What follows belongs to an exercise in optimizing a design on an open flow for small area, a short achievable clock period and few clock cycles per item; a production flow would make more cautious choices. Where RTL was checked, it was by simulation tests only, not by an equivalence proof against the original. Only the layout flow was run in run 6; the RTL was not checked for function there. The flow treats the clock pin as an ideal source, which a real chip does not have. Power figures rest on the tool's default switching activity, not on a simulated workload.

`flow/run.sh`:
```
#!/bin/bash
# The standard layout with two changes, both after the standard synthesis:
#  - the combinational cells of the standard synthesis's netlist are mapped
#    again by ABC with a delay-aware script (flow/remap.abc); the flip-flops,
#    their names and cells, are kept as they are (read as black boxes);
#  - plain buf_2 cells as the port buffers instead of delay buffers.
# Logs: make_synth.log and make.log (make), remap.log (yosys), and the ORFS
# step logs under orfs/logs/.
set -euo pipefail
export BUFFER_PORTS_ARGS="-buffer_cell sky130_fd_sc_hd__buf_2"
PLAT=$FLOW_HOME/platforms/sky130hd
LIB=$PLAT/lib/sky130_fd_sc_hd__tt_025C_1v80.lib
RES=orfs/results/sky130hd/ppm_pulse_train_decoder_top/base
LOGS=orfs/logs/sky130hd/ppm_pulse_train_decoder_top/base

bash standard.sh synth > make_synth.log 2>&1

python3 flow/split_lib.py "$LIB" comb.lib seq.lib
DONT_USE=$(grep -o -- "-dont_use [A-Za-z0-9_]*" $LOGS/1_2_yosys.log | sort -u | tr '\n' ' ')
cp $RES/1_2_yosys.v 1_2_yosys_standard.v
cat > remap.ys <<EOS
read_liberty -lib seq.lib
read_liberty -ignore_miss_func comb.lib
read_verilog -noblackbox 1_2_yosys_standard.v
hierarchy -top $FLOW_TOP
flatten
opt_clean
abc -liberty $LIB $DONT_USE -script flow/remap.abc
opt_clean -purge
hilomap -singleton -hicell sky130_fd_sc_hd__conb_1 HI -locell sky130_fd_sc_hd__conb_1 LO
splitnets
opt_clean -purge
insbuf -buf sky130_fd_sc_hd__buf_4 A X
rename -hide w:*.*
check
stat -liberty $LIB
write_verilog -noattr -noexpr -nohex -nodec $RES/1_2_yosys.v
EOS
yosys -s remap.ys > remap.log 2>&1
rm -f $RES/1_synth.odb $RES/1_synth.sdc

bash standard.sh > make.log 2>&1
```
`design.v`:
```
package ppmd_pkg;
   localparam int unsigned TS_W     = 24;
   localparam int unsigned WIDTH_W  = 16;
   localparam int unsigned THR_W    = 16;
   localparam int unsigned COUNT_W  = 4;
   localparam int unsigned CHAN_W   = 3;
   localparam int unsigned FRAME_W  = 32;
   localparam int unsigned RESYNC_W = 16;
   localparam int unsigned CSR_INDEX_W = 2;
   localparam int unsigned CSR_DATA_W  = 24;
   localparam logic [TS_W-1:0]    PERIOD_RESET    = 24'hFF_FFFF;
   localparam logic [THR_W-1:0]   THRESHOLD_RESET = 16'd3000;
   localparam logic [COUNT_W-1:0] COUNT_RESET     = 4'd7;
   localparam logic [1:0] CSR_TIMER_PERIOD    = 2'd0;
   localparam logic [1:0] CSR_FRAME_THRESHOLD = 2'd1;
   localparam logic [1:0] CSR_CHANNEL_COUNT   = 2'd2;
endpackage
module ppmd_div (
   input  logic [19:0] x,
   output logic [15:0] q,
   output logic        big
);
   function automatic logic [4:0] res5(input logic [3:0] d);
      res5[0] = d == 4'd0 || d == 4'd5 || d == 4'd10 || d == 4'd15;
      res5[1] = d == 4'd1 || d == 4'd6 || d == 4'd11;
      res5[2] = d == 4'd2 || d == 4'd7 || d == 4'd12;
      res5[3] = d == 4'd3 || d == 4'd8 || d == 4'd13;
      res5[4] = d == 4'd4 || d == 4'd9 || d == 4'd14;
   endfunction
   function automatic logic [4:0] add5(input logic [4:0] a, input logic [4:0] b);
      add5[0] = (a[0] && b[0]) || (a[1] && b[4]) || (a[2] && b[3]) || (a[3] && b[2]) || (a[4] && b[1]);
      add5[1] = (a[0] && b[1]) || (a[1] && b[0]) || (a[2] && b[4]) || (a[3] && b[3]) || (a[4] && b[2]);
      add5[2] = (a[0] && b[2]) || (a[1] && b[1]) || (a[2] && b[0]) || (a[3] && b[4]) || (a[4] && b[3]);
      add5[3] = (a[0] && b[3]) || (a[1] && b[2]) || (a[2] && b[1]) || (a[3] && b[0]) || (a[4] && b[4]);
      add5[4] = (a[0] && b[4]) || (a[1] && b[3]) || (a[2] && b[2]) || (a[3] && b[1]) || (a[4] && b[0]);
   endfunction
   function automatic logic [3:0] qdig(input logic [4:0] r, input logic [3:0] d);
      logic [3:0] c0, c1, c2, c3, c4;
      c0[0] = d == 4'd5 || d == 4'd6 || d == 4'd7 || d == 4'd8 || d == 4'd9 || d == 4'd15;
      c0[1] = d == 4'd10 || d == 4'd11 || d == 4'd12 || d == 4'd13 || d == 4'd14 || d == 4'd15;
      c0[2] = 1'b0;
      c0[3] = 1'b0;
      c1[0] = d == 4'd0 || d == 4'd1 || d == 4'd2 || d == 4'd3 || d == 4'd9 || d == 4'd10 || d == 4'd11 || d == 4'd12 || d == 4'd13;
      c1[1] = d == 4'd0 || d == 4'd1 || d == 4'd2 || d == 4'd3 || d == 4'd14 || d == 4'd15;
      c1[2] = d == 4'd4 || d == 4'd5 || d == 4'd6 || d == 4'd7 || d == 4'd8 || d == 4'd9 || d == 4'd10 || d == 4'd11 || d == 4'd12 || d == 4'd13 || d == 4'd14 || d == 4'd15;
      c1[3] = 1'b0;
      c2[0] = d == 4'd3 || d == 4'd4 || d == 4'd5 || d == 4'd6 || d == 4'd7 || d == 4'd13 || d == 4'd14 || d == 4'd15;
      c2[1] = d == 4'd0 || d == 4'd1 || d == 4'd2 || d == 4'd3 || d == 4'd4 || d == 4'd5 || d == 4'd6 || d == 4'd7;
      c2[2] = d == 4'd0 || d == 4'd1 || d == 4'd2 || d == 4'd3 || d == 4'd4 || d == 4'd5 || d == 4'd6 || d == 4'd7;
      c2[3] = d == 4'd8 || d == 4'd9 || d == 4'd10 || d == 4'd11 || d == 4'd12 || d == 4'd13 || d == 4'd14 || d == 4'd15;
      c3[0] = d == 4'd0 || d == 4'd1 || d == 4'd7 || d == 4'd8 || d == 4'd9 || d == 4'd10 || d == 4'd11;
      c3[1] = d == 4'd2 || d == 4'd3 || d == 4'd4 || d == 4'd5 || d == 4'd6 || d == 4'd7 || d == 4'd8 || d == 4'd9 || d == 4'd10 || d == 4'd11;
      c3[2] = d == 4'd12 || d == 4'd13 || d == 4'd14 || d == 4'd15;
      c3[3] = d == 4'd0 || d == 4'd1 || d == 4'd2 || d == 4'd3 || d == 4'd4 || d == 4'd5 || d == 4'd6 || d == 4'd7 || d == 4'd8 || d == 4'd9 || d == 4'd10 || d == 4'd11 || d == 4'd12 || d == 4'd13 || d == 4'd14 || d == 4'd15;
      c4[0] = d == 4'd1 || d == 4'd2 || d == 4'd3 || d == 4'd4 || d == 4'd5 || d == 4'd11 || d == 4'd12 || d == 4'd13 || d == 4'd14 || d == 4'd15;
      c4[1] = d == 4'd6 || d == 4'd7 || d == 4'd8 || d == 4'd9 || d == 4'd10 || d == 4'd11 || d == 4'd12 || d == 4'd13 || d == 4'd14 || d == 4'd15;
      c4[2] = d == 4'd0 || d == 4'd1 || d == 4'd2 || d == 4'd3 || d == 4'd4 || d == 4'd5 || d == 4'd6 || d == 4'd7 || d == 4'd8 || d == 4'd9 || d == 4'd10 || d == 4'd11 || d == 4'd12 || d == 4'd13 || d == 4'd14 || d == 4'd15;
      c4[3] = d == 4'd0 || d == 4'd1 || d == 4'd2 || d == 4'd3 || d == 4'd4 || d == 4'd5 || d == 4'd6 || d == 4'd7 || d == 4'd8 || d == 4'd9 || d == 4'd10 || d == 4'd11 || d == 4'd12 || d == 4'd13 || d == 4'd14 || d == 4'd15;
      qdig = ({4{r[0]}} & c0) | ({4{r[1]}} & c1) | ({4{r[2]}} & c2) |
             ({4{r[3]}} & c3) | ({4{r[4]}} & c4);
   endfunction
   logic [4:0] r4, r3, r2, r1, m21;
   always_comb begin
      big = (x[19:16] >= 4'd5);
      for (int k = 0; k < 5; k++) begin
         r4[k] = (x[19:16] == 4'(k));
      end
      r3  = add5(r4, res5(x[15:12]));
      m21 = add5(res5(x[11:8]), res5(x[7:4]));
      r2  = add5(r3, res5(x[11:8]));
      r1  = add5(r3, m21);
      q   = {qdig(r4, x[15:12]), qdig(r3, x[11:8]), qdig(r2, x[7:4]), qdig(r1, x[3:0])};
   end
endmodule
import ppmd_pkg::*;
module ppm_pulse_train_decoder_top #(
   parameter int unsigned MAX_CHANNELS  = 8,
   parameter int unsigned CYCLES_PER_US = 80
) (
   input  logic                                 clock,
   input  logic                                 reset,
   input  logic                                 req_valid,
   output logic                                 req_ready,
   input  logic                                 req_edge_rising,
   input  logic [ppmd_pkg::TS_W-1:0]            req_timestamp,
   output logic                                 rsp_valid,
   input  logic                                 rsp_ready,
   output logic [ppmd_pkg::CHAN_W-1:0]          rsp_channel,
   output logic [ppmd_pkg::WIDTH_W-1:0]         rsp_width_us,
   output logic [ppmd_pkg::FRAME_W-1:0]         rsp_frame_number,
   output logic [ppmd_pkg::RESYNC_W-1:0]        rsp_resync_total,
   output logic                                 rsp_last,
   input  logic                                 csr_valid,
   output logic                                 csr_ready,
   input  logic [ppmd_pkg::CSR_INDEX_W-1:0]     csr_index,
   input  logic [ppmd_pkg::CSR_DATA_W-1:0]      csr_wdata
);
   logic [TS_W-1:0]     period_ff;
   logic [19:0]         thr5_ff;
   logic                thr_max_ff;
   logic                thr_raw_ff;      
   logic [COUNT_W-1:0]  count_ff;
   logic [3:0]          n_chan;
   logic                v1_ff;
   logic [TS_W-1:0]     rise_ff, fall_ff;
   logic                v2_ff, slip1_ff, sat_ff;
   logic [19:0]         x_ff;
   logic                rv_ff;           
   logic                hunt_ff;         
   logic                gap_ff;          
   logic [3:0]          chan_ff;
   logic [FRAME_W-1:0]  frame_ff;
   logic [RESYNC_W-1:0] resync_ff;
   logic [WIDTH_W-1:0]  store_ff [8];
   logic                emit_ff, last_ff;
   logic [2:0]          eidx_ff;
   logic                ready_ff;
   assign n_chan    = (count_ff > 4'd8) ? 4'd8 : count_ff;
   assign csr_ready = 1'b1;
   assign req_ready = ready_ff;
   logic            cr, cf, sn, ln;
   logic [TS_W:0]   d0;
   function automatic logic wrap_neg(input logic [TS_W-1:0] t, input logic [TS_W-1:0] p,
                                     input logic [TS_W-1:0] ref_t);
      logic [TS_W+1:0] a, b, c, s, cy;
      logic [TS_W+2:0] v;
      a  = {2'b0, t};
      b  = {2'b0, p};
      c  = ~{2'b0, ref_t};
      s  = a ^ b ^ c;
      cy = {(a[TS_W:0] & b[TS_W:0]) | (a[TS_W:0] & c[TS_W:0]) | (b[TS_W:0] & c[TS_W:0]), 1'b0};
      v  = {s, 1'b1} + {cy, 1'b1};
      wrap_neg = v[TS_W+2];
   endfunction
   always_comb begin
      cr = (req_timestamp < rise_ff);
      cf = (req_timestamp < fall_ff);
      sn = wrap_neg(req_timestamp, period_ff, rise_ff);
      ln = wrap_neg(req_timestamp, period_ff, fall_ff);
      d0 = {1'b0, fall_ff} - {1'b0, rise_ff};
   end
   logic            cr1_ff, cf1_ff, sn1_ff, ln1_ff;
   logic [TS_W:0]   d01_ff;
   logic [TS_W:0]   off, diff;
   logic            sub;
   logic            slip1_in, sat_in;
   always_comb begin
      sub = !cr1_ff && cf1_ff;
      if (cr1_ff && !cf1_ff) off = {1'b0, period_ff};
      else if (sub)          off = ~{1'b0, period_ff};
      else                   off = '0;
      diff = d01_ff + off + {{TS_W{1'b0}}, sub};
      sat_in   = sn1_ff && !ln1_ff;
      slip1_in = (!sn1_ff && ln1_ff) || (!(sn1_ff ^ ln1_ff) && diff[TS_W]);
   end
   logic [15:0] dq;
   logic        dbig;
   logic [15:0] w;
   logic        above;
   logic [3:0]  widx, nidx;
   logic        measured, lslip, slip, complete, store_we, clash, hold;
   ppmd_div u_div (
      .x   (x_ff),
      .q   (dq),
      .big (dbig)
   );
   always_comb begin
      w        = (sat_ff || dbig) ? 16'hFFFF : dq;
      above    = !thr_max_ff && (sat_ff || (x_ff >= thr5_ff));
      widx     = gap_ff ? 4'd0 : chan_ff;
      measured = v2_ff && rv_ff && !slip1_ff;
      if (above) begin
         lslip = (widx != n_chan);
         nidx  = 4'd0;
      end else begin
         lslip = (widx >= n_chan);
         nidx  = widx + 4'd1;
      end
      slip     = v2_ff && rv_ff && (slip1_ff || (!hunt_ff && lslip));
      complete = measured && !hunt_ff && !lslip && (nidx == n_chan);
      store_we = measured && !hunt_ff && !widx[3];
      clash    = emit_ff && store_we && (widx < n_chan) && (widx[2:0] >= eidx_ff);
      hold     = clash || (emit_ff && (slip || complete));
   end
   logic accept, v1_in, v2_in, emit_in;
   logic [19:0] thr5_a, thr5_b, thr5_s, thr5_c, thr5_in;
   always_comb begin
      thr5_a  = {thr5_ff[17:0], 2'b0};
      thr5_b  = thr5_ff;
      thr5_s  = thr5_a ^ thr5_b ^ 20'd5;
      thr5_c  = {(thr5_a[18:0] & thr5_b[18:0]) | (thr5_a[18:0] & 19'd5) |
                 (thr5_b[18:0] & 19'd5), 1'b0};
      thr5_in = thr5_s + thr5_c;
   end
   always_comb begin
      accept  = req_valid && ready_ff;
      v1_in   = (accept && req_edge_rising) || (v1_ff && hold);
      v2_in   = hold || v1_ff;
      emit_in = emit_ff ? !(rsp_ready && last_ff) : (complete && !hold && (n_chan != 4'd0));
   end
   always_ff @(posedge clock) begin
      if (reset) begin
         period_ff  <= PERIOD_RESET;
         thr5_ff    <= 20'(5 * (32'(THRESHOLD_RESET) + 1));
         thr_raw_ff <= 1'b0;
         thr_max_ff <= 1'b0;
         count_ff   <= COUNT_RESET;
         v1_ff      <= 1'b0;
         v2_ff      <= 1'b0;
         rv_ff      <= 1'b0;
         hunt_ff    <= 1'b1;
         gap_ff     <= 1'b0;
         chan_ff    <= '0;
         frame_ff   <= '0;
         resync_ff  <= '0;
         emit_ff    <= 1'b0;
         eidx_ff    <= '0;
         last_ff    <= 1'b0;
         ready_ff   <= 1'b1;
      end else begin
         thr_raw_ff <= csr_valid && (csr_index == CSR_FRAME_THRESHOLD);
         if (thr_raw_ff) begin
            thr5_ff <= thr5_in;
         end
         if (csr_valid) begin
            case (csr_index)
               CSR_TIMER_PERIOD: period_ff <= csr_wdata[TS_W-1:0];
               CSR_FRAME_THRESHOLD: begin
                  thr5_ff    <= {4'b0, csr_wdata[15:0]};
                  thr_max_ff <= &csr_wdata[15:0];
               end
               CSR_CHANNEL_COUNT: count_ff <= csr_wdata[COUNT_W-1:0];
               default: ;
            endcase
         end
         v1_ff <= v1_in;
         v2_ff <= v2_in;
         if (v2_ff && !hold) begin
            if (!rv_ff) begin
               rv_ff <= 1'b1;
            end else if (slip) begin
               rv_ff <= 1'b0;
            end
            if (rv_ff && !slip1_ff) begin
               if (hunt_ff) begin
                  if (above) begin
                     hunt_ff <= 1'b0;
                     gap_ff  <= 1'b1;
                  end
               end else begin
                  gap_ff  <= 1'b0;
                  chan_ff <= lslip ? widx : nidx;
               end
            end
         end
         if (slip && !hold) begin
            resync_ff <= resync_ff + RESYNC_W'(1);
         end
         if (complete && !hold) begin
            frame_ff <= frame_ff + FRAME_W'(1);
         end
         emit_ff <= emit_in;
         if (!emit_ff) begin
            eidx_ff <= '0;
            last_ff <= (n_chan == 4'd1);
         end else if (rsp_ready) begin
            eidx_ff <= eidx_ff + 3'd1;
            last_ff <= ({1'b0, eidx_ff} + 4'd2 == n_chan);
         end
         ready_ff <= !(v1_in && v2_in && emit_in);
      end
   end
   always_ff @(posedge clock) begin
      if (accept && !req_edge_rising) begin
         fall_ff <= req_timestamp;
      end
      if (accept && req_edge_rising) begin
         rise_ff <= req_timestamp;
         cr1_ff  <= cr;
         cf1_ff  <= cf;
         sn1_ff  <= sn;
         ln1_ff  <= ln;
         d01_ff  <= d0;
      end
      if (v1_ff && !hold) begin
         x_ff     <= diff[23:4];
         slip1_ff <= slip1_in;
         sat_ff   <= sat_in;
      end
      if (store_we && !clash) begin
         store_ff[widx[2:0]] <= w;
      end
   end
   assign rsp_valid        = emit_ff;
   assign rsp_channel      = eidx_ff;
   assign rsp_width_us     = store_ff[eidx_ff];
   assign rsp_frame_number = frame_ff;
   assign rsp_resync_total = resync_ff;
   assign rsp_last         = last_ff;
endmodule
```
`constraint.sdc`:
```
create_clock -name core_clock -period 8.0 [get_ports {clock}]
set_input_delay 1.6000 -clock core_clock [delete_from_list [all_inputs] [get_ports {clock}]]
set_output_delay 1.6000 -clock core_clock [all_outputs]
set_load 0.01 [all_outputs]
```
`config.mk`:
```
export PLATFORM = sky130hd
export DESIGN_NAME = ppm_pulse_train_decoder_top
export DESIGN_NICKNAME = ppm_pulse_train_decoder_top
export VERILOG_FILES = /design/flow/design.v
export SDC_FILE = /design/flow/constraint.sdc
export NUM_CORES = 4
export LEC_CHECK = 0
export CAP_MARGIN = 20
export CORE_MARGIN = 2
export CORE_UTILIZATION = 40
export CTS_BUF_LIST = sky130_fd_sc_hd__clkbuf_8
export CTS_CLUSTER_DIAMETER = 60
export CTS_CLUSTER_SIZE = 16
export SETUP_SLACK_MARGIN = 4.5
export SLEW_MARGIN = 20
```
`flow/split_lib.py`:
```
#!/usr/bin/env python3
"""Splits a Liberty file in two: the cells without state (comb) and those with
a ff, latch or statetable group (seq)."""
import re
import sys

src, comb_out, seq_out = sys.argv[1:4]
lib = open(src).read()
start = lib.index("cell (")
head = lib[:start]
comb, seq = [], []
i = start
while True:
    j = lib.find("cell (", i)
    if j < 0:
        break
    k = lib.index("{", j)
    depth, p = 1, k + 1
    while depth:
        c = lib[p]
        if c == "{":
            depth += 1
        elif c == "}":
            depth -= 1
        p += 1
    cell = lib[j:p]
    (seq if re.search(r"\n\s*(ff|latch|statetable)\s*\(", cell) else comb).append(cell)
    i = p
open(comb_out, "w").write(head + "\n".join(comb) + "\n}\n")
open(seq_out, "w").write(head + "\n".join(seq) + "\n}\n")
```
`flow/remap.abc`:
```
&get -n; &st; &dch; &nf -D 2800 -R 1000; &put; buffer; upsize; dnsize
```
`standard.sh`:
```
#!/bin/bash
# synth_recipe.tcl (not shown) runs the flow's synth.tcl, then flattens the netlist and writes it again
# the make line also repeats each setting of config.mk as NAME=value (left out here)
make -C /OpenROAD-flow-scripts/flow DESIGN_CONFIG=/design/flow/config.mk WORK_HOME=/design/flow/orfs CLKGATE_MAP_FILE= SYNTH_SCRIPT=/design/flow/synth_recipe.tcl "${@:-finish}"
```
==> results of run 1 <==
through the flow:
step	worst slack (ps)	utilization	std cells
5_1_grt	3840	0.517	3150
3_3_place_gp	3390	0.433	2871
3_5_place_dp	3290	0.433	2871
4_1_cts	4040	0.492	3096
6_report	4020	0.517	3150
2_1_floorplan	4130	-	2129
tightest hold or removal path: cells and delay by family (launching register included):
kind | cells | cell delay, ps
DFF | 1 | 310
and+or+nand+nor | 2 | 130
flip-flops by register name (all words and copies together), names as in the netlist, 4 cells and up, named ones only:
register,count
chan_ff,4
count_ff,4
d01_ff,25
fall_ff,24
frame_ff,32
period_ff,24
resync_ff,16
rise_ff,24
store_ff,128
thr5_ff,20
x_ff,20
per-layer routing:
metal	up-vias	GRT usage	share of wire
met5	-	0	0
met4	0	0.0833	0.033
met3	100	0.0233	0.038
met2	441	0.365	0.50
met1	8340	0.254	0.43
li1	8412	-	-
timing repair:
item | CTS | global route
setup endpoints to repair | 304 | 292
gates cloned | 6 | 1
pin swaps | 76 | 77
resized for setup | 178 | 196
setup buffers | 155 | 52
cell type report:
cell class                      count  area share
Tap cell                          672      0.0326
Clock inverter                     26      0.0121
Timing Repair Buffer              354       0.118
Antenna cell                        1   0.0000969
Clock buffer                       38      0.0203
Multi-Input combinational cell   1642       0.451
Sequential cell                   343       0.355
Inverter                           74      0.0109
how the worst max path moves through the flow:
stage                     slack [ps]            to  cells after the start
final                           4020  frame_ff[15]                     20
after global routing            3840  frame_ff[15]                     20
after CTS                       4040  frame_ff[27]                     19
after detailed placement        3290  frame_ff[27]                     20
after global placement          3390  frame_ff[21]                     20
after floorplan                 4130        cr1_ff                     13
where the power goes:
group          total, W  internal, W  leakage, nW  switching, W
Combinational  0.000904     0.000413         6.19      0.000491
Sequential      0.00201      0.00195         2.95     0.0000605
Clock           0.00133     0.000634        0.445      0.000695
==> results.py, run 1 <==
metrics = {
    "drt": {
        "drc": 0,
        "postRouteAntennaNets": 0,
        "viasPerCell": 5.49,
        "drt_iter0_markers": 1286,
        "wirelength_um": 55700,
        "wire_per_inst_um": 17.7,
        "dr.pass1.iters": 5,
        "vias": 17293,
    },
    "finish": {
        "regArea_sq_mm": 0.00917,
        "fin_area_sq_mm": 0.0258,
        "multi_input_area_sq_mm": 0.0117,
        "fin_nets": 2508,
        "final_cell_mix": "234 x nor2_1, 227 x edfxtp_1, 210 x nand2_1",
        "area_growth_pct": 28.1,
        "final_common_cell": "nor2_1",
        "drive_above_1_share": 0.301,
        "fill_cells": 4509,
    },
    "placement": {
        "place_hpwl_um": 36300,
        "place.gp.congestion": 0.856,
        "io_buffers": 125,
        "dpl_cell_area_sq_mm": 0.0217,
    },
    "critical_path": {
        "max_stage_delay_ps": 450,
        "cpLargestDelayFamily": "simple AND/OR/NAND/NOR gates",
        "end_kind": "register",
        "r2r-start": "x_ff[19]",
        "r2r_end": "frame_ff[15]",
        "critPathKind": "reg -> reg",
        "path_cells": "xor2_2 -> nor4_4 -> nand3_2 -> a211oi_2 -> a31oi_2 -> a31oi_4 -> inv_2 -> nor4_4 -> nand2_1 -> o21ai_4 -> nand4_4 -> nor2_4 -> and2_4 -> and3_4 -> nand3_4 -> buf_6 -> buf_6 -> nor2_4 -> buf_4 -> a211oi_2",
        "required_ps": 8450,
        "crit_arrival_ps": 4430,
        "crit_slowest_cell": "edfxtp_1",
        "critPathMaxFanout": 6,
        "start_kind": "register",
        "worst-path-buf-inv": 4,
        "reg2regPathDepth": 20,
        "r2r_slack_ps": 4020,
        "startpoint": "x_ff[19]",
    },
    "die": {
        "die_y_um": 228,
        "fp.dieW_um": 228,
        "dieArea_sq_mm": 0.0522,
        "core-area_sq_mm": 0.0500,
        "ios": 127,
        "rows": 82,
        "initial_core_util": 0.403,
    },
    "sta": {
        "holdWs_ps": 481,
        "skew_ps": 35.1,
        "fin_crit_ps": 3980,
        "fin_crit_sh": 0.498,
        "max_slew_margin": 0.355,
        "final_hold_viol_count": 0,
        "rsz0062_at_grt": "true",
        "setup_violations": 0,
        "finalSetupTns_ps": 0,
        "drv_slew": 0,
        "timing.fmax_ghz": 0.251,
        "worst_slew_pin_slew_ps": 968,
    },
    "clocking": {
        "cts.clk_slew.worst_paths_ps": 100,
        "cts_buffers": 37,
        "cts_tree": "done",
        "cts_root_buf": "clkbuf_8",
        "cts_max_level": 2,
        "cts_hold_buf": 0,
        "cts_num_sinks": 343,
        "worst_skew_pair.late_latency_ps": 620,
        "cts_buffer_depth": 3,
    },
    "global_routing": {
        "grt_pass1_vias": 16928,
        "grt_max_degree": 82,
        "gr-total-overflow": 0,
        "grt_pass1_wl_um": 87400,
        "antenna_found_initial": 1,
        "track_usage": 0.206,
    },
    "synth": {
        "syn_area_sq_mm": 0.0202,
        "yosysWarningCount": 2,
        "syn_area_per_cell_sq_um": 9.47,
        "synth_fp_nets": 2185,
        "synthCells": 2129,
    },
    "min_path": {
        "hold_class": "reg -> reg",
        "min_from": "v2_ff",
        "min_to": "rv_ff",
        "hold_path_depth": 2,
    },
    "flow_run": {
        "max_cap_viol_count": 0,
    },
    "pwr": {
        "peakVddDrop_mv": 0.131,
        "pwr_density_cell_mw_per_mm2": 164,
        "p_leak_nw": 9.58,
        "total_power_w": 0.00424,
    },
    "status": {
        "status": "complete, no violations",
    },
}
Testbench counts, summed over its fixed seeds: cycles 5,896, items 2,560.
==> run 2, diff against run 1 <==
==> flow/remap.abc (replaced) <==
strash; dch -f; map -D 2800; topo; buffer; upsize; dnsize
--- a/config.mk
+++ b/config.mk
@@ -13,3 +13,3 @@
 export CTS_CLUSTER_SIZE = 16
-export SETUP_SLACK_MARGIN = 4.5
+export SETUP_SLACK_MARGIN = 3.5
 export SLEW_MARGIN = 20
==> results.py, run 2 <==
metrics = {
    "critical_path": {
        "worst-path-buf-inv": 4,
        "end_kind": "output port",
        "crit_slowest_cell": "clkbuf_8",
        "critPathKind": "reg -> out",
        "start_kind": "register",
        "r2r_slack_ps": 3810,
        "critPathMaxFanout": 65,
        "r2r-start": "x_ff[14]",
        "r2r_end": "store_ff[4][8]",
        "path_cells": "clkbuf_8 -> clkinv_4 -> buf_6 -> o21ai_0 -> o21ai_0 -> a31oi_1 -> o21ai_0 -> buf_2",
        "reg2regPathDepth": 15,
        "max_stage_delay_ps": 370,
        "crit_arrival_ps": 2660,
        "cp_common_cell": "o21ai_0",
        "required_ps": 6400,
        "cpLargestDelayFamily": "buffers and inverters",
    },
    "drt": {
        "viasPerCell": 5.30,
        "postRouteAntennaNets": 0,
        "dr.pass1.iters": 8,
        "vias": 18557,
        "wirelength_um": 55800,
        "wire_per_inst_um": 16.0,
        "drt_iter0_markers": 1426,
        "drc": 0,
    },
    "pwr": {
        "total_power_w": 0.00382,
        "pwr_density_cell_mw_per_mm2": 167,
        "seqPwrFrac": 0.521,
        "p_leak_nw": 9.19,
        "combPwrFrac": 0.154,
        "switching_share": 0.304,
        "p_int_w": 0.00266,
        "peakVddDrop_mv": 0.120,
        "p_clk_frac": 0.325,
        "p_sw_w": 0.00116,
    },
    "finish": {
        "fin_nets": 2847,
        "multi_input_area_sq_mm": 0.00993,
        "final_cell_mix": "576 x nor2_1, 346 x inv_1, 258 x nand2_1, 258 x o21ai_0, 227 x edfxtp_1",
        "area_growth_pct": 9.57,
        "largest_reg_flops": 128,
        "layout.cells.non_filler": 3500,
        "fin_util": 0.446,
        "final_common_cell": "nor2_1",
        "fill_cells": 5166,
        "regArea_sq_mm": 0.00914,
        "drive_above_1_share": 0.120,
    },
    "sta": {
        "drv_slew": 0,
        "max_slew_margin": 0.296,
        "fin_crit_sh": 0.532,
        "worst_slew_pin_slew_ps": 1050,
        "rsz0062_at_grt": "false",
        "finalSetupTns_ps": 0,
        "setup_violations": 0,
        "skew_ps": 33.9,
        "holdWs_ps": 466,
        "timing.fmax_ghz": 0.235,
        "final_hold_viol_count": 0,
        "fin_crit_ps": 4260,
    },
    "global_routing": {
        "grt_pass1_vias": 17341,
        "antenna_found_initial": 3,
        "grt_max_degree": 66,
        "grt_pass1_wl_um": 88300,
        "gr-total-overflow": 0,
        "track_usage": 0.202,
    },
    "synth": {
        "synth_fp_nets": 2747,
        "synthCells": 2691,
        "yosysWarningCount": 2,
        "syn_area_sq_mm": 0.0209,
        "syn_area_per_cell_sq_um": 7.78,
    },
    "clocking": {
        "cts_buffer_depth": 3,
        "cts_hold_buf": 0,
        "cts_max_level": 2,
        "worst_skew_pair.late_latency_ps": 640,
        "cts_tree": "done",
        "cts_buffers": 37,
        "cts_root_buf": "clkbuf_8",
        "cts.clk_slew.worst_paths_ps": 90,
        "cts_num_sinks": 343,
    },
    "min_path": {
        "min_to": "frame_ff[31]",
        "hold_path_depth": 1,
        "hold_class": "reg -> reg",
        "min_from": "frame_ff[31]",
    },
    "placement": {
        "place.gp.congestion": 0.951,
        "place_hpwl_um": 41000,
        "dp_cells": 3429,
        "io_buffers": 125,
    },
    "die": {
        "dieArea_sq_mm": 0.0542,
        "initial_core_util": 0.407,
        "rows": 83,
        "ios": 127,
        "die_y_um": 233,
        "fp.dieW_um": 233,
        "core-area_sq_mm": 0.0515,
    },
    "flow_run": {
        "max_cap_viol_count": 0,
    },
    "status": {
        "status": "complete, no violations",
    },
}
==> run 2: changes by cell type in the layout (fill, tap and decap cells not counted), sizes merged, moves of 34 or more <==
cell and delta:
xnor2 -96, buf -213, inv +306, nand2b -45, nor2b -55, o21ai +168
maj3 -34, nand2 +47, nor2 +338
==> run 2: area by class of cell <==
class,instances,share of cell area
clock buffers,42,0.0252
repair buffers,140,0.0326
well taps,680,0.0371
inverters,385,0.0646
flip-flops and latches,343,0.398
multi-input cells,1883,0.433
repair inverters,1,0.000327
diodes,2,0.000218
clock inverters,24,0.00894
==> run 2: how the worst max path moves through the flow <==
stage                     start               end  cells after the start
6_report               register  rsp_width_us[13]                      8
3_3_place_gp   req_timestamp[1]            sn1_ff                     16
4_1_cts                register  rsp_width_us[13]                      8
5_1_grt                x_ff[16]    store_ff[5][8]                     13
3_5_place_dp   req_timestamp[1]            sn1_ff                     16
2_1_floorplan          register   rsp_width_us[0]                      6
==> run 2: power groups by stage <==
| stage | Sequential, W | Combinational [W] | Clock, W |
|---|---|---|---|
| after floorplan | 0.00201 | 0.000435 | 0 |
| after global placement | 0.00203 | 0.000573 | 0 |
| after detailed placement | 0.00203 | 0.000581 | 0 |
| after CTS | 0.00199 | 0.000584 | 0.00129 |
| after global routing | 0.00200 | 0.000667 | 0.00135 |
| final | 0.00199 | 0.000588 | 0.00124 |
==> run 2: stage by stage <==
stage | setup slack, ps | cell area [sq um]
after CTS | 3540 | 22900
after global placement | 3520 | 22100
final | 3740 | 23000
after floorplan | 3930 | 20900
after detailed placement | 3510 | 22100
after global routing | 3510 | 23000
==> run 2: repair_timing <==
| item | 4_1_cts | 5_1_grt |
|---|---|---|
| cloned | 1 | 0 |
| gates resized for setup | 5 | 4 |
| endpoints found under the setup margin | 16 | 15 |
| buffers inserted | 0 | 2 |
==> run 2: routing by layer <==
layer | vias up | global-route usage | wire length [um] | share of wire
li1 | 9364 | - | - | -
met1 | 8563 | 0.270 | 25500 | 0.46
met2 | 514 | 0.333 | 25800 | 0.46
met3 | 114 | 0.0265 | 2620 | 0.047
met4 | 2 | 0.0778 | 1840 | 0.033
met5 | - | 0 | 13 | 0.00023
==> run 3, diff against run 2 <==
--- a/config.mk
+++ b/config.mk
@@ -13,3 +13,3 @@
 export CTS_CLUSTER_SIZE = 16
-export SETUP_SLACK_MARGIN = 3.5
+export SETUP_SLACK_MARGIN = 4.25
 export SLEW_MARGIN = 20
==> results.py, run 3 <==
metrics = {
    "drt": {
        "postRouteAntennaNets": 0,
        "viasPerCell": 5.34,
        "vias": 19323,
        "wire_per_inst_um": 16.5,
        "drt_iter0_markers": 1466,
        "dr.pass1.iters": 5,
        "drc": 0,
        "wirelength_um": 59700,
    },
    "critical_path": {
        "start_kind": "register",
        "max_stage_delay_ps": 500,
        "worst-path-buf-inv": 4,
        "required_ps": 8530,
        "r2r_slack_ps": 4210,
        "cp_common_cell": "nor2_4",
        "critPathMaxFanout": 6,
        "reg2regPathDepth": 24,
        "cpLargestDelayFamily": "simple AND/OR/NAND/NOR gates",
        "end_kind": "register",
        "critPathKind": "reg -> reg",
        "r2r_end": "frame_ff[31]",
        "crit_slowest_cell": "dfxtp_1",
        "path_cells": "inv_2 -> nor2_4 -> clkinvlp_4 -> nor2_1 -> nor2_1 -> nand2_1 -> nor3_1 -> nor3_1 -> nand2_4 -> o22ai_2 -> nand2_1 -> nor2_2 -> inv_2 -> nor2_4 -> inv_4 -> nor2_4 -> nand3_4 -> nor3_4 -> nand4_1 -> nor2_2 -> nand2_2 -> nor2_4 -> o21ai_1 -> a21oi_1",
        "crit_arrival_ps": 4320,
        "r2r-start": "chan_ff[2]",
    },
    "clocking": {
        "cts_root_buf": "clkbuf_8",
        "cts_hold_buf": 0,
        "cts.clk_slew.worst_paths_ps": 90,
        "cts_tree": "done",
        "worst_skew_pair.late_latency_ps": 620,
        "cts_buffers": 36,
        "cts_buffer_depth": 3,
        "cts_max_level": 2,
        "cts_num_sinks": 343,
    },
    "finish": {
        "fin_nets": 2968,
        "area_growth_pct": 18.1,
        "largest_reg_flops": 128,
        "fill_cells": 5068,
        "regArea_sq_mm": 0.00915,
        "final_cell_mix": "538 x nor2_1, 334 x inv_1, 248 x nand2_1",
        "multi_input_area_sq_mm": 0.0106,
        "final_common_cell": "nor2_1",
        "drive_above_1_share": 0.191,
        "fin_area_sq_mm": 0.0247,
    },
    "global_routing": {
        "grt_pass1_vias": 17749,
        "grt_max_degree": 57,
        "antenna_found_initial": 2,
        "track_usage": 0.209,
        "grt_pass1_wl_um": 91300,
        "gr-total-overflow": 0,
    },
    "synth": {
        "syn_area_sq_mm": 0.0209,
        "synthCells": 2691,
        "yosysWarningCount": 2,
        "synth_fp_nets": 2747,
        "syn_area_per_cell_sq_um": 7.78,
    },
    "die": {
        "initial_core_util": 0.407,
        "core-area_sq_mm": 0.0515,
        "ios": 127,
        "fp.dieW_um": 233,
        "die_y_um": 233,
        "rows": 83,
        "dieArea_sq_mm": 0.0542,
    },
    "placement": {
        "place_hpwl_um": 41100,
        "io_buffers": 125,
        "dpl_cell_area_sq_mm": 0.0221,
        "place.gp.congestion": 0.935,
    },
    "sta": {
        "final_hold_viol_count": 0,
        "skew_ps": 44.3,
        "fin_crit_sh": 0.473,
        "fin_crit_ps": 3790,
        "finalSetupTns_ps": 0,
        "worst_slew_pin_slew_ps": 1050,
        "rsz0062_at_grt": "true",
        "setup_violations": 0,
        "timing.fmax_ghz": 0.264,
        "max_slew_margin": 0.296,
        "drv_slew": 0,
    },
    "pwr": {
        "switching_share": 0.299,
        "p_leak_nw": 9.99,
        "p_int_w": 0.00274,
        "p_clk_frac": 0.321,
        "seqPwrFrac": 0.507,
        "pwr_density_cell_mw_per_mm2": 158,
        "combPwrFrac": 0.172,
        "peakVddDrop_mv": 0.141,
        "p_sw_w": 0.00117,
    },
    "status": {
        "status": "complete, no violations",
    },
    "min_path": {
        "hold_class": "reg -> reg",
        "min_from": "chan_ff[3]",
        "hold_path_depth": 2,
        "min_to": "chan_ff[3]",
    },
    "flow_run": {
        "max_cap_viol_count": 0,
    },
}
run 3: cell count changes in the layout (fill, tap and decap cells not counted), sizes merged:
cell      previous run  this run
inv                392       387
nor2               597       599
buf                139       255
diode                2         1
bufbuf               0         2
nand2              272       273
bufinv               0         3
clkinvlp             5         7
clkinv              13        15
clkbuf              43        39
run 3: repair_timing:
| action | 4_1_cts | 5_1_grt |
|---|---|---|
| pin swaps | 3 | 75 |
| endpoints found under the setup margin | 136 | 126 |
| setup buffers | 26 | 92 |
| resized for setup | 35 | 173 |
| gates cloned | 4 | 4 |
run 3: area by class of cell:
type	instances	area share
diodes	1	0.000101
inverters	385	0.0608
flip-flops and latches	343	0.370
clock buffers	37	0.0206
clock inverters	26	0.0107
multi-input cells	1886	0.429
repair inverters	1	0.000304
well taps	680	0.0344
repair buffers	259	0.0741
run 3: per-layer routing:
| metal | global-route usage | vias to the layer above | part of all wire |
|---|---|---|---|
| li1 | - | 9582 | - |
| met1 | 0.274 | 9023 | 0.44 |
| met2 | 0.351 | 609 | 0.48 |
| met3 | 0.0279 | 107 | 0.052 |
| met4 | 0.0734 | 2 | 0.029 |
| met5 | 0 | - | 0.00022 |
run 3: tightest hold or removal path: stages, from the launching register on:
cell and delay (ps):
dfxtp_1 320, nand2_1 60, a21oi_1 50
run 3: through the flow:
stage | power (W) | util | setup slack [ps] | std cells | hold WS, ps
6_report | 0.00391 | 0.480 | 4210 | 3618 | 465
4_1_cts | 0.00388 | 0.452 | 4180 | 3521 | 468
5_1_grt | 0.00410 | 0.480 | 3940 | 3618 | 493
3_5_place_dp | 0.00261 | 0.429 | 3480 | 3428 | 455
3_3_place_gp | 0.00260 | 0.429 | 3560 | 3428 | 443
2_1_floorplan | 0.00245 | - | 4420 | 2691 | 430
run 3: worst max-delay path by stage:
stage / startpoint / end / slack [ps] / cells after the start
2_1_floorplan: req_timestamp[1] / sn1_ff / 4420 / 15
3_3_place_gp: register / rsp_width_us[7] / 3560 / 7
3_5_place_dp: register / rsp_width_us[9] / 3480 / 7
4_1_cts: register / rsp_width_us[9] / 4180 / 8
6_report: chan_ff[2] / frame_ff[31] / 4210 / 24
5_1_grt: x_ff[1] / frame_ff[31] / 3940 / 24
run 3: power by group through the flow:
stage	clock network, W	logic (W)	registers, W
3_5_place_dp	0	0.000582	0.00203
5_1_grt	0.00136	0.000756	0.00199
4_1_cts	0.00130	0.000602	0.00198
3_3_place_gp	0	0.000573	0.00203
6_report	0.00126	0.000675	0.00198
2_1_floorplan	0	0.000435	0.00201
==> run 4, diff against run 3 <==
--- a/config.mk
+++ b/config.mk
@@ -13,3 +13,3 @@
 export CTS_CLUSTER_SIZE = 16
-export SETUP_SLACK_MARGIN = 4.25
+export SETUP_SLACK_MARGIN = 4.0
 export SLEW_MARGIN = 20
==> results.py, run 4 <==
metrics = {
    "placement": {
        "io_buffers": 125,
        "place.gp.congestion": 0.935,
        "dp_cells": 3428,
        "place_hpwl_um": 41100,
        "pre_cts_slack_ps": 3480,
    },
    "pwr": {
        "pwr_density_cell_mw_per_mm2": 163,
        "combPwrFrac": 0.161,
        "p_clk_frac": 0.325,
        "p_sw_w": 0.00114,
        "p_int_w": 0.00271,
        "total_power_w": 0.00386,
        "switching_share": 0.296,
        "peakVddDrop_mv": 0.141,
        "p_leak_nw": 9.53,
        "seqPwrFrac": 0.515,
    },
    "synth": {
        "synthCells": 2691,
        "syn_area_per_cell_sq_um": 7.78,
        "synth_fp_nets": 2747,
        "syn_area_sq_mm": 0.0209,
        "yosysWarningCount": 2,
    },
    "clocking": {
        "cts_buffers": 36,
        "cts_root_buf": "clkbuf_8",
        "cts_hold_buf": 0,
        "cts_num_sinks": 343,
        "cts_max_level": 2,
        "cts.clk_slew.worst_paths_ps": 100,
        "cts_tree": "done",
        "worst_skew_pair.late_latency_ps": 620,
        "cts_buffer_depth": 3,
    },
    "drt": {
        "wl_met1_um": 25500,
        "top_layer": "met5",
        "wirelength_um": 57000,
        "postRouteAntennaNets": 0,
        "wl_met3_um": 2970,
        "wire_per_inst_um": 16.0,
        "vias": 18815,
        "viasPerCell": 5.29,
        "drc": 0,
        "dr.pass1.iters": 6,
        "drt_iter0_markers": 1483,
        "wl_met2_um": 26700,
    },
    "global_routing": {
        "grt_pass1_wl_um": 90100,
        "track_usage": 0.205,
        "grt_pass1_vias": 17571,
        "gr-total-overflow": 0,
        "grt_max_degree": 57,
        "antenna_found_initial": 2,
    },
    "sta": {
        "timing.fmax_ghz": 0.261,
        "max_slew_margin": 0.305,
        "fin_crit_ps": 3830,
        "fin_ws_ps": 4170,
        "worst_slew_pin_slew_ps": 1040,
        "finalSetupTns_ps": 0,
        "final_hold_viol_count": 0,
        "drv_slew": 0,
        "fin_crit_sh": 0.479,
        "setup_violations": 0,
        "rsz0062_at_grt": "true",
        "skew_ps": 44.7,
    },
    "die": {
        "core-area_sq_mm": 0.0515,
        "dieArea_sq_mm": 0.0542,
        "rows": 83,
        "initial_core_util": 0.407,
        "die_y_um": 233,
        "fp.dieW_um": 233,
        "ios": 127,
    },
    "critical_path": {
        "end_kind": "output port",
        "crit_slowest_cell": "dfxtp_1",
        "cp_common_cell": "o21ai_0",
        "path_cells": "buf_12 -> clkinvlp_4 -> buf_4 -> o21ai_0 -> o21ai_0 -> a31oi_1 -> o21ai_0 -> buf_2",
        "crit_arrival_ps": 2230,
        "critPathMaxFanout": 50,
        "worst-path-buf-inv": 4,
        "start_kind": "register",
        "required_ps": 6400,
        "critPathKind": "reg -> out",
        "cpLargestDelayFamily": "buffers and inverters",
        "max_stage_delay_ps": 380,
    },
    "status": {
        "status": "complete, no violations",
    },
    "finish": {
        "final_common_cell": "nor2_1",
        "layout.cells.non_filler": 3556,
        "fill_cells": 5163,
        "area_growth_pct": 12.7,
        "drive_above_1_share": 0.147,
        "largest_reg_flops": 128,
        "final_cell_mix": "565 x nor2_1, 343 x inv_1, 257 x o21ai_0",
        "fin_nets": 2906,
    },
    "flow_run": {
        "max_cap_viol_count": 0,
    },
    "min_path": {
        "hold_class": "reg -> reg",
    },
}
[run 4: cell type report]
| cell class | count | area [sq um] | area share |
|---|---|---|---|
| flip-flops and latches | 343 | 9140 | 0.387 |
| clock buffers | 37 | 509 | 0.0216 |
| clock inverters | 26 | 264 | 0.0112 |
| repair buffers | 199 | 1230 | 0.0521 |
| multi-input cells | 1884 | 10100 | 0.428 |
| inverters | 385 | 1490 | 0.0633 |
| repair inverters | 1 | 7.51 | 0.000318 |
| well taps | 680 | 851 | 0.0360 |
| diodes | 1 | 2.50 | 0.000106 |
[run 4: through the flow]
| stage | utilization | area [sq um] | hold slack [ps] |
|---|---|---|---|
| after floorplan | - | 21000 | 430 |
| after global placement | 0.429 | 22100 | 443 |
| after detailed placement | 0.429 | 22100 | 455 |
| after CTS | 0.447 | 23000 | 468 |
| after global routing | 0.458 | 23600 | 494 |
| final | 0.458 | 23600 | 466 |
[run 4: power groups by stage]
stage | registers (W) | logic [W] | clock network, W
final | 0.00199 | 0.000619 | 0.00125
after global routing | 0.00199 | 0.000701 | 0.00135
after CTS | 0.00199 | 0.000588 | 0.00130
after detailed placement | 0.00203 | 0.000582 | 0
after global placement | 0.00203 | 0.000573 | 0
after floorplan | 0.00201 | 0.000435 | 0
[run 4: worst min-delay path, delay by kind of cell, from the launching register on]
family | cells | cell delay [ps]
DFF | 1 | 320
and+or+nand+nor | 1 | 60
AOI/OAI and AO/OA | 1 | 50
[run 4: worst paths after layout]
kind	from	to	slack, ps	depth (start not counted)
min reg2reg	chan_ff[3]	chan_ff[3]	470	2
min	chan_ff[3]	chan_ff[3]	470	2
max	register	rsp_width_us[13]	4170	8
max reg2reg	x_ff[5]	frame_ff[31]	4200	23
[run 4: repair_timing]
action / 4_1_cts / 5_1_grt
gates cloned: 1 / 1
setup buffers: 8 / 54
pin swaps: 1 / 19
gates resized for setup: 15 / 45
setup endpoints to repair: 92 / 120
[run 4: per-layer routing]
metal	vias to the layer above	global-route usage
met5	-	0
li1	9464	-
met1	8714	0.271
met3	120	0.0277
met4	2	0.0729
met2	515	0.344
==> run 5, diff against run 4 <==
--- a/flow/run.sh
+++ b/flow/run.sh
@@ -5,3 +5,4 @@
 #    their names and cells, are kept as they are (read as black boxes);
-#  - plain buf_2 cells as the port buffers instead of delay buffers.
+#  - plain buf_2 cells as the port buffers instead of delay buffers;
+#  - after CTS, cells off the critical paths are shrunk (flow/post_cts.tcl).
 # Logs: make_synth.log and make.log (make), remap.log (yosys), and the ORFS
@@ -10,2 +11,3 @@
 export BUFFER_PORTS_ARGS="-buffer_cell sky130_fd_sc_hd__buf_2"
+export POST_CTS_TCL=$PWD/flow/post_cts.tcl
 PLAT=$FLOW_HOME/platforms/sky130hd
==> flow/post_cts.tcl (new file) <==
# After CTS and its timing repair: shrink cells off the critical paths, as
# far as the setup margin allows, then legalize the placement again.
repair_timing -recover_power 100 -setup_margin $::env(SETUP_SLACK_MARGIN) -verbose
detailed_placement
check_placement -verbose
==> results.py, run 5 <==
metrics = {
    "drt": {
        "vias": 18979,
        "dr.pass1.iters": 5,
        "viasPerCell": 5.29,
        "wirelength_um": 57700,
        "drt_iter0_markers": 1481,
        "wire_per_inst_um": 16.1,
        "postRouteAntennaNets": 0,
        "drc": 0,
    },
    "placement": {
        "place_hpwl_um": 41100,
        "place.gp.congestion": 0.935,
        "io_buffers": 125,
        "pre_cts_slack_ps": 3480,
    },
    "pwr": {
        "p_int_w": 0.00272,
        "seqPwrFrac": 0.513,
        "switching_share": 0.296,
        "combPwrFrac": 0.163,
        "p_clk_frac": 0.324,
        "pwr_density_cell_mw_per_mm2": 162,
        "p_leak_nw": 9.36,
        "peakVddDrop_mv": 0.140,
        "p_sw_w": 0.00115,
    },
    "global_routing": {
        "track_usage": 0.205,
        "grt_pass1_vias": 17574,
        "antenna_found_initial": 2,
        "gr-total-overflow": 0,
        "grt_max_degree": 57,
        "grt_pass1_wl_um": 90200,
    },
    "synth": {
        "yosysWarningCount": 2,
        "synthCells": 2691,
        "synth_fp_nets": 2747,
        "syn_area_per_cell_sq_um": 7.78,
        "syn_area_sq_mm": 0.0209,
    },
    "finish": {
        "drive_above_1_share": 0.129,
        "fin_nets": 2937,
        "final_cell_mix": "558 x nor2_1, 345 x inv_1, 257 x o21ai_0",
        "final_common_cell": "nor2_1",
        "largest_reg_flops": 128,
        "area_growth_pct": 13.7,
    },
    "sta": {
        "finalSetupTns_ps": 0,
        "fin_ws_ps": 4070,
        "timing.fmax_ghz": 0.254,
        "max_slew_margin": 0.356,
        "skew_ps": 42.2,
        "final_hold_viol_count": 0,
        "fin_crit_ps": 3930,
        "drv_slew": 0,
        "setup_violations": 0,
        "fin_crit_sh": 0.492,
        "rsz0062_at_grt": "true",
        "worst_slew_pin_slew_ps": 963,
    },
    "die": {
        "rows": 83,
        "initial_core_util": 0.407,
        "dieArea_sq_mm": 0.0542,
        "fp.dieW_um": 233,
        "ios": 127,
        "die_y_um": 233,
        "core-area_sq_mm": 0.0515,
    },
    "critical_path": {
        "worst-path-buf-inv": 4,
        "crit_arrival_ps": 4460,
        "end_kind": "register",
        "cpLargestDelayFamily": "simple AND/OR/NAND/NOR gates",
        "critPathKind": "reg -> reg",
        "required_ps": 8530,
        "max_stage_delay_ps": 520,
        "r2r_slack_ps": 4070,
        "crit_slowest_cell": "edfxtp_1",
        "start_kind": "register",
        "critPathMaxFanout": 5,
    },
    "clocking": {
        "cts_tree": "done",
        "cts_num_sinks": 343,
        "worst_skew_pair.late_latency_ps": 620,
        "cts.clk_slew.worst_paths_ps": 100,
    },
    "status": {
        "status": "complete, no violations",
    },
    "flow_run": {
        "max_cap_viol_count": 0,
    },
    "min_path": {
        "hold_class": "reg -> reg",
    },
}
-- run 5: tightest hold or removal path: stages, from the launching register on --
cell and delay, ps:
dfxtp_1 320, nand2_1 60, a21oi_1 50
-- run 5: final cells by class --
cell class              instances  area, sq um
diodes                          1         2.50
well taps                     680          851
clock inverters                26          264
flip-flops and latches        343         9140
fillers                      5205        27700
repair inverters                1         7.51
repair buffers                231         1430
inverters                     385         1490
clock buffers                  37          509
multi-input cells            1883        10100
-- run 5: per-stage QoR --
stage	area (sq um)	power [W]	hold slack, ps	utilization	cells
floorplan	21000	0.00245	430	-	2691
global placement	22100	0.00260	443	0.429	3428
detailed placement	22100	0.00261	455	0.429	3428
global route	23800	0.00406	494	0.462	3587
finish	23800	0.00387	466	0.462	3587
-- run 5: power by group through the flow --
stage	Clock [W]	Combinational [W]	Sequential, W
2_1_floorplan	0	0.000435	0.00201
3_3_place_gp	0	0.000573	0.00203
3_5_place_dp	0	0.000582	0.00203
5_1_grt	0.00135	0.000714	0.00199
6_report	0.00125	0.000631	0.00198
-- run 5: worst paths after layout --
path         startpoint            to  cells after the start
max            x_ff[17]  frame_ff[31]                     27
min          chan_ff[3]    chan_ff[3]                      2
max reg2reg    x_ff[17]  frame_ff[31]                     27
min reg2reg  chan_ff[3]    chan_ff[3]                      2
-- run 5: metal layers --
metal  global-route usage  share of wire
met1                0.271           0.45
met3               0.0275          0.049
met5                    0        0.00023
met2                0.344           0.47
met4               0.0732          0.030
==> run 6, diff against run 5 <==
--- a/design.v
+++ b/design.v
@@ -105,3 +105,3 @@
    logic [TS_W-1:0]     rise_ff, fall_ff;
-   logic                v2_ff, slip1_ff, sat_ff;
+   logic                v2_ff, slip1_ff, sat_ff, ge_ff;
    logic [19:0]         x_ff;
@@ -115,2 +115,3 @@
    logic                emit_ff, last_ff;
+   logic [WIDTH_W-1:0]  width_ff;        
    logic [2:0]          eidx_ff;
@@ -144,2 +145,5 @@
    logic [TS_W:0]   off, diff;
+   logic [TS_W+1:0] ga, gb, gc, gs, gy;
+   logic [TS_W+2:0] gv;
+   logic            ge_in;
    logic            sub;
@@ -154,2 +158,9 @@
       slip1_in = (!sn1_ff && ln1_ff) || (!(sn1_ff ^ ln1_ff) && diff[TS_W]);
+      ga = {d01_ff[TS_W], d01_ff};
+      gb = {off[TS_W], off};
+      gc = ~{2'b0, thr5_ff, 4'b0};
+      gs = ga ^ gb ^ gc;
+      gy = {(ga[TS_W:0] & gb[TS_W:0]) | (ga[TS_W:0] & gc[TS_W:0]) | (gb[TS_W:0] & gc[TS_W:0]), sub};
+      gv = {gs, 1'b1} + {gy, 1'b1};
+      ge_in = !gv[TS_W+2];
    end
@@ -168,3 +179,3 @@
       w        = (sat_ff || dbig) ? 16'hFFFF : dq;
-      above    = !thr_max_ff && (sat_ff || (x_ff >= thr5_ff));
+      above    = !thr_max_ff && (sat_ff || ge_ff);
       widx     = gap_ff ? 4'd0 : chan_ff;
@@ -288,2 +299,8 @@
          sat_ff   <= sat_in;
+         ge_ff    <= ge_in;
+      end
+      if (!emit_ff) begin
+         width_ff <= (n_chan == 4'd1) ? w : store_ff[0];
+      end else if (rsp_ready) begin
+         width_ff <= store_ff[eidx_ff + 3'd1];
       end
@@ -295,3 +312,3 @@
    assign rsp_channel      = eidx_ff;
-   assign rsp_width_us     = store_ff[eidx_ff];
+   assign rsp_width_us     = width_ff;
    assign rsp_frame_number = frame_ff;
--- a/flow/run.sh
+++ b/flow/run.sh
@@ -5,4 +5,3 @@
 #    their names and cells, are kept as they are (read as black boxes);
-#  - plain buf_2 cells as the port buffers instead of delay buffers;
-#  - after CTS, cells off the critical paths are shrunk (flow/post_cts.tcl).
+#  - plain buf_2 cells as the port buffers instead of delay buffers.
 # Logs: make_synth.log and make.log (make), remap.log (yosys), and the ORFS
@@ -11,3 +10,2 @@
 export BUFFER_PORTS_ARGS="-buffer_cell sky130_fd_sc_hd__buf_2"
-export POST_CTS_TCL=$PWD/flow/post_cts.tcl
 PLAT=$FLOW_HOME/platforms/sky130hd
removed: flow/post_cts.tcl
==> results.py, run 6 <==
metrics = {
    "global_routing": {
        "gr-total-overflow": 0,
        "grt_pass1_vias": 18771,
        "track_usage": 0.216,
        "grt_pass1_wl_um": 98700,
        "grt_max_degree": 55,
        "antenna_found_initial": 1,
    },
    "critical_path": {
        "critPathMaxFanout": 6,
        "required_ps": 8350,
        "critPathKind": "in -> reg",
        "reg2regPathDepth": 17,
        "start_kind": "input pin",
        "r2r_end": "width_ff[1]",
        "r2r_slack_ps": 4300,
        "crit_arrival_ps": 4080,
        "r2r-start": "x_ff[13]",
        "end_kind": "register",
    },
    "min_path": {
        "min_to": "frame_ff[31]",
        "min_from": "frame_ff[31]",
        "hold_class": "reg -> reg",
        "hold_path_depth": 1,
    },
    "sta": {
        "finalSetupTns_ps": 0,
        "final_hold_viol_count": 0,
        "worst_slew_pin_slew_ps": 1010,
        "drv_slew": 0,
        "timing.fmax_ghz": 0.268,
        "fin_crit_sh": 0.466,
        "setup_violations": 0,
        "fin_crit_ps": 3730,
        "max_slew_margin": 0.328,
        "rsz0062_at_grt": "true",
        "skew_ps": 40.9,
    },
    "die": {
        "initial_core_util": 0.403,
        "fp.dieW_um": 239,
        "core-area_sq_mm": 0.0548,
        "ios": 127,
        "die_y_um": 239,
        "dieArea_sq_mm": 0.0571,
        "rows": 86,
    },
    "flow_run": {
        "max_cap_viol_count": 0,
    },
    "pwr": {
        "peakVddDrop_mv": 0.157,
        "p_clk_frac": 0.330,
        "p_int_w": 0.00285,
        "pwr_density_cell_mw_per_mm2": 169,
        "p_sw_w": 0.00129,
        "switching_share": 0.311,
        "seqPwrFrac": 0.500,
        "combPwrFrac": 0.169,
        "p_leak_nw": 10.1,
    },
    "finish": {
        "final_cell_mix": "524 x nor2_1, 417 x inv_1, 294 x nand2_1",
        "drive_above_1_share": 0.124,
        "fin_nets": 2998,
        "largest_reg_flops": 128,
        "area_growth_pct": 11.3,
        "fill_cells": 5405,
        "fin_util": 0.449,
        "layout.cells.non_filler": 3676,
        "final_common_cell": "nor2_1",
    },
    "clocking": {
        "cts_buffer_depth": 3,
        "cts_num_sinks": 357,
        "cts_root_buf": "clkbuf_8",
        "worst_skew_pair.late_latency_ps": 640,
        "cts.clk_slew.worst_paths_ps": 90,
        "cts_buffers": 39,
        "cts_tree": "done",
        "cts_max_level": 2,
    },
    "drt": {
        "drc": 0,
        "wirelength_um": 63200,
        "wire_per_inst_um": 17.2,
        "viasPerCell": 5.41,
        "dr.pass1.iters": 6,
        "vias": 19881,
        "postRouteAntennaNets": 0,
        "drt_iter0_markers": 1666,
    },
    "placement": {
        "place_hpwl_um": 45600,
        "dp_cells": 3575,
        "place.gp.congestion": 0.929,
        "io_buffers": 125,
    },
    "synth": {
        "syn_area_per_cell_sq_um": 7.86,
        "yosysWarningCount": 2,
        "synthCells": 2809,
        "synth_fp_nets": 2865,
        "syn_area_sq_mm": 0.0221,
    },
    "status": {
        "status": "complete, no violations",
    },
}
run 6: metal layers:
layer  GRT usage  vias up  wire (um)  share of wire
li1            -     9842          -              -
met1       0.280     9337      28000           0.44
met2       0.365      574      30100           0.48
met3      0.0301      128       3010          0.048
met4      0.0814        0       2170          0.034
met5           0        -          0              0
run 6: timing repair:
item / in CTS / in global routing
hold buffers: 0 / 0
setup buffers: 0 / 29
hold endpoints to repair: 0 / 0
gates resized for setup: 5 / 43
endpoints found under the setup margin: 19 / 107
cloned: 0 / 1
pin swaps: 0 / 10
run 6: through the flow:
stage	setup WS (ps)	power [W]	hold slack, ps	area, sq um
global placement	3660	0.00277	445	23300
global route	3960	0.00434	497	24600
finish	4270	0.00414	469	24600
floorplan	4370	0.00258	430	22100
CTS	3980	0.00414	478	24200
detailed placement	3530	0.00278	463	23300
run 6: area by class of cell:
cell class	count	area, sq um	area share
antenna	3	7.51	0.000306
clock buffer	39	537	0.0218
clock inverter	29	308	0.0125
inverter	442	1750	0.0710
multi-input combinational	1927	10500	0.427
sequential	357	9600	0.391
tap	704	881	0.0359
timing repair buffer	174	991	0.0403
timing repair inverter	1	5.00	0.000204
run 6: how the worst max path moves through the flow:
stage / startpoint / to / cells past startpoint
after global placement: cr1_ff / x_ff[17] / 21
final: req_timestamp[13] / ln1_ff / 14
after global routing: thr5_ff[6] / thr5_ff[19] / 22
after CTS: cf1_ff / x_ff[17] / 23
after floorplan: gap_ff / ge_ff / 15
after detailed placement: cr1_ff / x_ff[17] / 21
run 6: power groups by stage:
stage          clock network (W)  logic [W]  registers, W
2_1_floorplan                  0   0.000487       0.00210
4_1_cts                  0.00140   0.000668       0.00207
3_3_place_gp                   0   0.000651       0.00211
6_report                 0.00137   0.000702       0.00207
5_1_grt                  0.00147   0.000789       0.00208
3_5_place_dp                   0   0.000663       0.00212
run 6: critical path, cell delays in order:
cell and delay, ps:
buf_2 140, inv_1 110, nor2_1 70, nor2_1 190
xor2_1 270, nor2_1 100, nor4_1 280, nand3_1 110
nor2_1 220, nand4_1 190, o2111ai_1 180, a311oi_1 170
o311ai_0 330, o211ai_1 140

==> what the ideal ports hide <==
The results above use ideal ports. As a check the final layouts listed here were re-extracted and re-timed, cells and wires unchanged.
Step 1 (the two cells are an assumption about what drives the block):
set clk [get_ports {clock}]
set_driving_cell -lib_cell sky130_fd_sc_hd__clkbuf_16 $clk
set_driving_cell -lib_cell sky130_fd_sc_hd__buf_2 [delete_from_list [all_inputs] $clk]
Step 2, shift: input delay + t, output delay - t, t = (earliest + latest rising clock arrival at the registers) / 2. This alone moves slack from input paths to output paths.
Three values: ideal ports, drivers, drivers and shift; two values: the first two.
| run | shift t [ns] | slack for setup (ns) | worst setup path at the end | clock arrival spread, ns |
|---|---|---|---|---|
| run 1 | 0.652 | 4.019 / 4.019 / 3.682 | input to register | 0.035 / 0.036 |
| run 2 | 0.671 | 3.743 / 3.690 / 3.506 | input to register | 0.038 / 0.038 |
| run 3 | 0.653 | 4.215 / 4.215 / 3.587 | input to register | 0.044 / 0.045 |
| run 4 | 0.657 | 4.169 / 4.112 / 3.609 | input to register | 0.046 / 0.046 |
| run 5 | 0.653 | 4.066 / 4.066 / 3.514 | input to register | 0.043 / 0.042 |
| run 6 | 0.670 | 4.270 / 4.300 / 3.635 | input to register | 0.043 / 0.044 |
After both steps setup and hold are still met in every run listed. For run 6, which loses most, drivers alone change the setup slack by +0.030 ns; drivers and shift together by -0.635 ns.
